What follows belongs to an exercise in optimizing a design on an open flow for small area; a production flow would make more cautious choices. Only the layout flow was run in this run; the RTL was not checked for function there. No activity file was given, so power comes from the tool's default toggle rates.

==> design.v <==
package lock_pkg;
  typedef logic [3:0] digit_t;
  typedef digit_t [4-1:0] code_t;
  typedef digit_t [20-1:0] entry_t;   
  typedef logic [1:0] code_sel_t;
  typedef logic [2:0] tries_t;
  typedef enum logic [3:0] {
    STARTUP,
    LOCKED,
    VALIDATE,
    BEEP,
    PENALTY,
    LOCKOUT,
    UNLOCKED,
    OPEN,
    DEBOUNCE_UNLOCK,
    DEBOUNCE_LOCK
  } lock_state_t;
  typedef enum logic [2:0] {
    TMR_DEBOUNCE,
    TMR_RELOCK,
    TMR_BEEP,
    TMR_PENALTY,
    TMR_LOCKOUT
  } timer_sel_t;
endpackage
`timescale 1ns/1ps
module bit_eq (
  input  logic a,
  input  logic na,
  input  logic b,
  input  logic nb,
  output logic eq
);
  assign eq = ~((a | b) & (na | nb));
endmodule
module dig_eq (
  input  logic [3:0] e,
  input  logic [3:0] ne,
  input  logic [3:0] c,
  input  logic [3:0] nc,
  output logic       ne_out
);
  logic [3:0] beq;
  for (genvar i = 0; i < 4; i++) begin : g_bit
    bit_eq u_bit (.a(e[i]), .na(ne[i]), .b(c[i]), .nb(nc[i]), .eq(beq[i]));
  end
  assign ne_out = ~&beq;
endmodule
`timescale 1ns/1ps
module lock_top (
  input  logic                 clk,
  input  logic                 rst,
  input  logic                 door_open,
  input  logic                 inside_button,
  input  logic [79:0] entry,
  input  logic                 entry_valid,
  input  logic                 code_wr,
  input  logic [1:0]         code_sel,
  input  logic [15:0]        code_value,
  output logic                 bolt,
  output logic                 beep,
  output logic                 keypad_en,
  output logic [2:0]         fail_count
);
  localparam logic [3:0] S_STARTUP  = 4'd0;
  localparam logic [3:0] S_LOCKED   = 4'd1;
  localparam logic [3:0] S_VALIDATE = 4'd2;
  localparam logic [3:0] S_BEEP     = 4'd3;
  localparam logic [3:0] S_PENALTY  = 4'd4;
  localparam logic [3:0] S_LOCKOUT  = 4'd5;
  localparam logic [3:0] S_UNLOCKED = 4'd6;
  localparam logic [3:0] S_OPEN     = 4'd7;
  localparam logic [3:0] S_DU       = 4'd8;
  localparam logic [3:0] S_DU_HELD  = 4'd9;
  localparam logic [3:0] S_DL       = 4'd10;
  localparam logic [3:0] S_DL_HELD  = 4'd11;
  logic [63:0] code_bits;
  logic [63:0] code_next;
  logic [3:0]  code_ok;
  logic [3:0]  ok_next;
  always_comb begin
    code_next = code_bits;
    ok_next   = code_ok;
    for (int c = 0; c < 4; c++) begin
      if (code_wr && (code_sel == c[1:0])) begin
        code_next[16*c +: 16] = code_value;
        ok_next[c]            = 1'b1;
      end
    end
  end
  always_ff @(posedge clk, posedge rst) begin
    if (rst) code_ok <= '0;
    else     code_ok <= ok_next;
  end
  always_ff @(posedge clk) begin
    code_bits <= code_next;
  end
  logic [79:0] entry_bits;
  logic        match_now;
  logic        match_q;
  assign entry_bits = entry;
  logic [79:0] entry_n;
  logic [63:0] code_n;
  logic        dne [4][4][17];
  logic [3:0]  hit;
  assign entry_n = ~entry_bits;
  assign code_n  = ~code_next;
  for (genvar c = 0; c < 4; c++) begin : g_code
    for (genvar k = 0; k < 4; k++) begin : g_dig
      for (genvar p = 0; p <= 16; p++) begin : g_pos
        dig_eq u_eq (
          .e  (entry_bits[4*(p+k) +: 4]),
          .ne (entry_n[4*(p+k) +: 4]),
          .c  (code_next[16*c+4*k +: 4]),
          .nc (code_n[16*c+4*k +: 4]),
          .ne_out (dne[c][k][p])
        );
      end
    end
  end
  always_comb begin
    for (int c = 0; c < 4; c++) begin
      hit[c] = 1'b0;
      for (int p = 0; p <= 16; p++) begin
        if (!(dne[c][0][p] || dne[c][1][p] || dne[c][2][p] || dne[c][3][p])) hit[c] = 1'b1;
      end
    end
    match_now = |(hit & ok_next);
  end
  always_ff @(posedge clk) begin
    match_q <= match_now;
  end
  localparam logic [5:0] T_EXP = 6'd1;
  localparam logic [5:0] T_DEBOUNCE = 6'd31;   
  localparam logic [5:0] T_RELOCK   = 6'd17;   
  localparam logic [5:0] T_BEEP     = 6'd62;   
  localparam logic [5:0] T_PENALTY  = 6'd21;   
  localparam logic [5:0] T_LOCKOUT  = 6'd16;   
  logic [5:0] tcnt;
  logic [5:0] tlen;
  logic       timer_start;
  logic       expired;
  assign expired = (tcnt == T_EXP);
  always_ff @(posedge clk, posedge rst) begin
    if (rst)              tcnt <= '0;
    else if (timer_start) tcnt <= tlen;
    else                  tcnt <= {tcnt[4:0], tcnt[5] ^ tcnt[4]};   
  end
  logic [3:0] state, state_d;
  logic [2:0] fail_d;
  logic       key_error, key_confirm;
  assign key_error   = entry_valid && (entry_bits[3:0] == 4'hE);
  assign key_confirm = entry_valid && (entry_bits[3:0] != 4'hE) && (entry_bits[3:0] != 4'hF);
  always_comb begin
    state_d     = state;
    fail_d      = fail_count;
    timer_start = 1'b0;
    tlen        = T_DEBOUNCE;
    case (state)
      S_STARTUP: begin
        if (!door_open) state_d = S_LOCKED;
      end
      S_LOCKED: begin
        if (key_error) begin
          state_d = S_BEEP; timer_start = 1'b1; tlen = T_BEEP;
        end
        else if (key_confirm) begin
          state_d = S_VALIDATE;
        end
        else if (inside_button) begin
          state_d = S_DU; timer_start = 1'b1;
        end
      end
      S_VALIDATE: begin
        if (match_q) begin
          state_d = S_UNLOCKED; timer_start = 1'b1; tlen = T_RELOCK;
        end
        else begin
          state_d = S_PENALTY; fail_d = fail_count + 3'd1;
          timer_start = 1'b1; tlen = T_PENALTY;
        end
      end
      S_BEEP: begin
        if (expired) state_d = S_LOCKED;
      end
      S_PENALTY: begin
        if (expired && fail_count[2] && fail_count[0]) begin
          state_d = S_LOCKOUT; timer_start = 1'b1; tlen = T_LOCKOUT;
        end
        else if (expired) begin
          state_d = S_LOCKED;
        end
      end
      S_LOCKOUT: begin
        if (expired) begin
          state_d = S_LOCKED; fail_d = '0;
        end
      end
      S_UNLOCKED: begin
        if (door_open) begin
          state_d = S_OPEN;
        end
        else if (inside_button) begin
          state_d = S_DL; timer_start = 1'b1;
        end
        else if (expired) begin
          state_d = S_LOCKED; fail_d = '0;
        end
      end
      S_OPEN: begin
        if (!door_open) begin
          state_d = S_UNLOCKED; timer_start = 1'b1; tlen = T_RELOCK;
        end
      end
      S_DU: begin
        if (!inside_button && expired) begin
          state_d = S_UNLOCKED; timer_start = 1'b1; tlen = T_RELOCK;
        end
        else if (!inside_button) begin
          state_d = S_LOCKED;
        end
        else if (expired) begin
          state_d = S_DU_HELD;
        end
      end
      S_DU_HELD: begin
        if (!inside_button) begin
          state_d = S_UNLOCKED; timer_start = 1'b1; tlen = T_RELOCK;
        end
      end
      S_DL: begin
        if (!inside_button && expired) begin
          state_d = S_LOCKED; fail_d = '0;
        end
        else if (!inside_button) begin
          state_d = S_UNLOCKED; timer_start = 1'b1; tlen = T_RELOCK;
        end
        else if (expired) begin
          state_d = S_DL_HELD;
        end
      end
      S_DL_HELD: begin
        if (!inside_button) begin
          state_d = S_LOCKED; fail_d = '0;
        end
      end
      default: state_d = S_STARTUP;
    endcase
  end
  always_ff @(posedge clk, posedge rst) begin
    if (rst) begin
      state      <= S_STARTUP;
      fail_count <= '0;
    end
    else begin
      state      <= state_d;
      fail_count <= fail_d;
    end
  end
  assign bolt = (state == S_LOCKED) || (state == S_VALIDATE) || (state == S_BEEP) ||
                (state == S_PENALTY) || (state == S_LOCKOUT) ||
                (state == S_DU) || (state == S_DU_HELD);
  assign beep      = (state == S_BEEP);
  assign keypad_en = (state == S_LOCKED);
endmodule
==> run.sh <==
#!/bin/bash
# synth_recipe.tcl (not shown) runs the flow's synth.tcl, then flattens the netlist and writes it again
# the make line also repeats each setting of config.mk as NAME=value (left out here)
make -C /OpenROAD-flow-scripts/flow DESIGN_CONFIG=/design/flow/config.mk WORK_HOME=/design/flow/orfs CLKGATE_MAP_FILE= SYNTH_SCRIPT=/design/flow/synth_recipe.tcl finish
==> config.mk <==
export PLATFORM = sky130hd
export DESIGN_NAME = lock_top
export DESIGN_NICKNAME = lock_top
export VERILOG_FILES = /design/flow/design.v
export SDC_FILE = /design/flow/constraint.sdc
export NUM_CORES = 4
export LEC_CHECK = 0
export CAP_MARGIN = 0
export CORE_MARGIN = 2
export CORE_UTILIZATION = 70
export CTS_BUF_LIST = sky130_fd_sc_hd__clkbuf_2 sky130_fd_sc_hd__clkbuf_4
export SLEW_MARGIN = 0
export SYNTH_HIERARCHICAL = 1
==> constraint.sdc <==
create_clock -name core_clock -period 10.0 [get_ports {clk}]
set_input_delay 2.0000 -clock core_clock [delete_from_list [all_inputs] [get_ports {clk}]]
set_output_delay 2.0000 -clock core_clock [all_outputs]
set_load 0.01 [all_outputs]
==> run summary <==
The longest clock path from root to sink contains 2 buffers. The starting density of the core is 71.88%, and the hold buffer count at cts is 0. The die boundary width came out at 140.3 um. The buffer cell driving the clock tree root was sky130_fd_sc_hd__clkbuf_4.

In this run the vertical extent of the chip is 140.3 um. The clock drives 82 sinks. The post-DP HPWL is 51990 um, and the number of gates given a new drive strength after cts is 0. Count of port buffers added during placement: 109.

The terminating stage of the flow was global routing (5_1_grt). The netlist uses 60 different library cells. Summed over its instances, the top area cell type makes up 52.55% of the synthesized netlist area. Across every metal layer, demand over resource in global routing totals 92.51%. For the first-pass GRT wire length, the log shows 147600 um. By area the synthesized netlist is led by sky130_fd_sc_hd__o22ai_1, sky130_fd_sc_hd__nand4_1, sky130_fd_sc_hd__dfxtp_1. The number of global-route vias before repair is 26.29k, and the number of core rows is 49. After global routing the overflow that remains totals 297. The H-tree was split into 3 levels. The first error in the log reads "[ERROR GRT-0116] Global routing finished with congestion. Check the congestion regions in the DRC Viewer". The run gives 110 as the number of I/O pins. The netlist area before placement was 13000 um2.

For the total cell area at the placement stage, the log shows 14990 um2. The run stopped with a tool error. Leading area contributor after synthesis: sky130_fd_sc_hd__o22ai_1. Entering global routing, the biggest net connects 25 pins. Dominant synthesized flop cell: sky130_fd_sc_hd__dfxtp_1. The number of setup buffers added after CTS is 0. The number of clock buffers inserted by TritonCTS is 9, and the proportion of synthesized chip area in sequential cells is 13.28%. The number of instances in the synthesized netlist came out at 1895. The proportion of synthesized flip-flops having asynchronous set or reset is 20.73%. Yosys mapped a number of flops with a built-in enable equal to 0. Routability-driven placement finished with a final weighted congestion of 1.332. The Yosys warning count came out at 8. Dividing the synthesized area by the synthesized cell count gives 6.860 um2.

The commonest cells after synthesis are sky130_fd_sc_hd__o22ai_1, sky130_fd_sc_hd__nand4_1, sky130_fd_sc_hd__inv_1. For the net count after synthesis, the log shows 2001. Synthesis inferred 82 register bits.

The most common cell in the synthesized netlist is sky130_fd_sc_hd__o22ai_1.
cell families after synthesis:
logic type	Yosys count	synth area share, %
XOR/XNOR	1	0.06738
flip-flops	82	13.28
multiplexers	65	5.043
AO/OA/AOI/OAI	1140	55.51
buffers and inverters	170	5.159
adder cells (fa/ha/maj)	2	0.1925
AND/OR/NAND/NOR	435	20.75
metal layers:
layer	track usage (%)	GRT overflow
met1	91.87	31
met2	100.6	128
met3	87.83	48
met4	91.71	77
met5	59.65	13
worst max path at each step:
stage / startpoint / end / slack, ns / cells after the start
after global placement: code_sel[0] / match_q / 3.98 / 12
after detailed placement: code_sel[0] / match_q / 3.85 / 12
after floorplan: code_sel[1] / match_q / 5.10 / 12
after CTS: code_sel[0] / match_q / 4.28 / 12
Yosys stat by module, one instance, submodules excluded:
module | cells | flip-flops and latches
bit_eq | 1 | 0
dig_eq | 1 | 0
lock_top | 535 | 82
through the flow:
step	setup WS (ns)	total power, uW	instances
after CTS	4.282	2562	2300
after detailed placement	3.854	2305	2284
after floorplan	5.100	1635	1895
after global placement	3.982	2231	2284
power groups by stage:
| stage | Sequential, uW | Clock, uW | Combinational (uW) |
|---|---|---|---|
| after floorplan | 435 | 0 | 1200 |
| after global placement | 473 | 0 | 1760 |
| after detailed placement | 480 | 0 | 1830 |
| after CTS | 478 | 232 | 1850 |
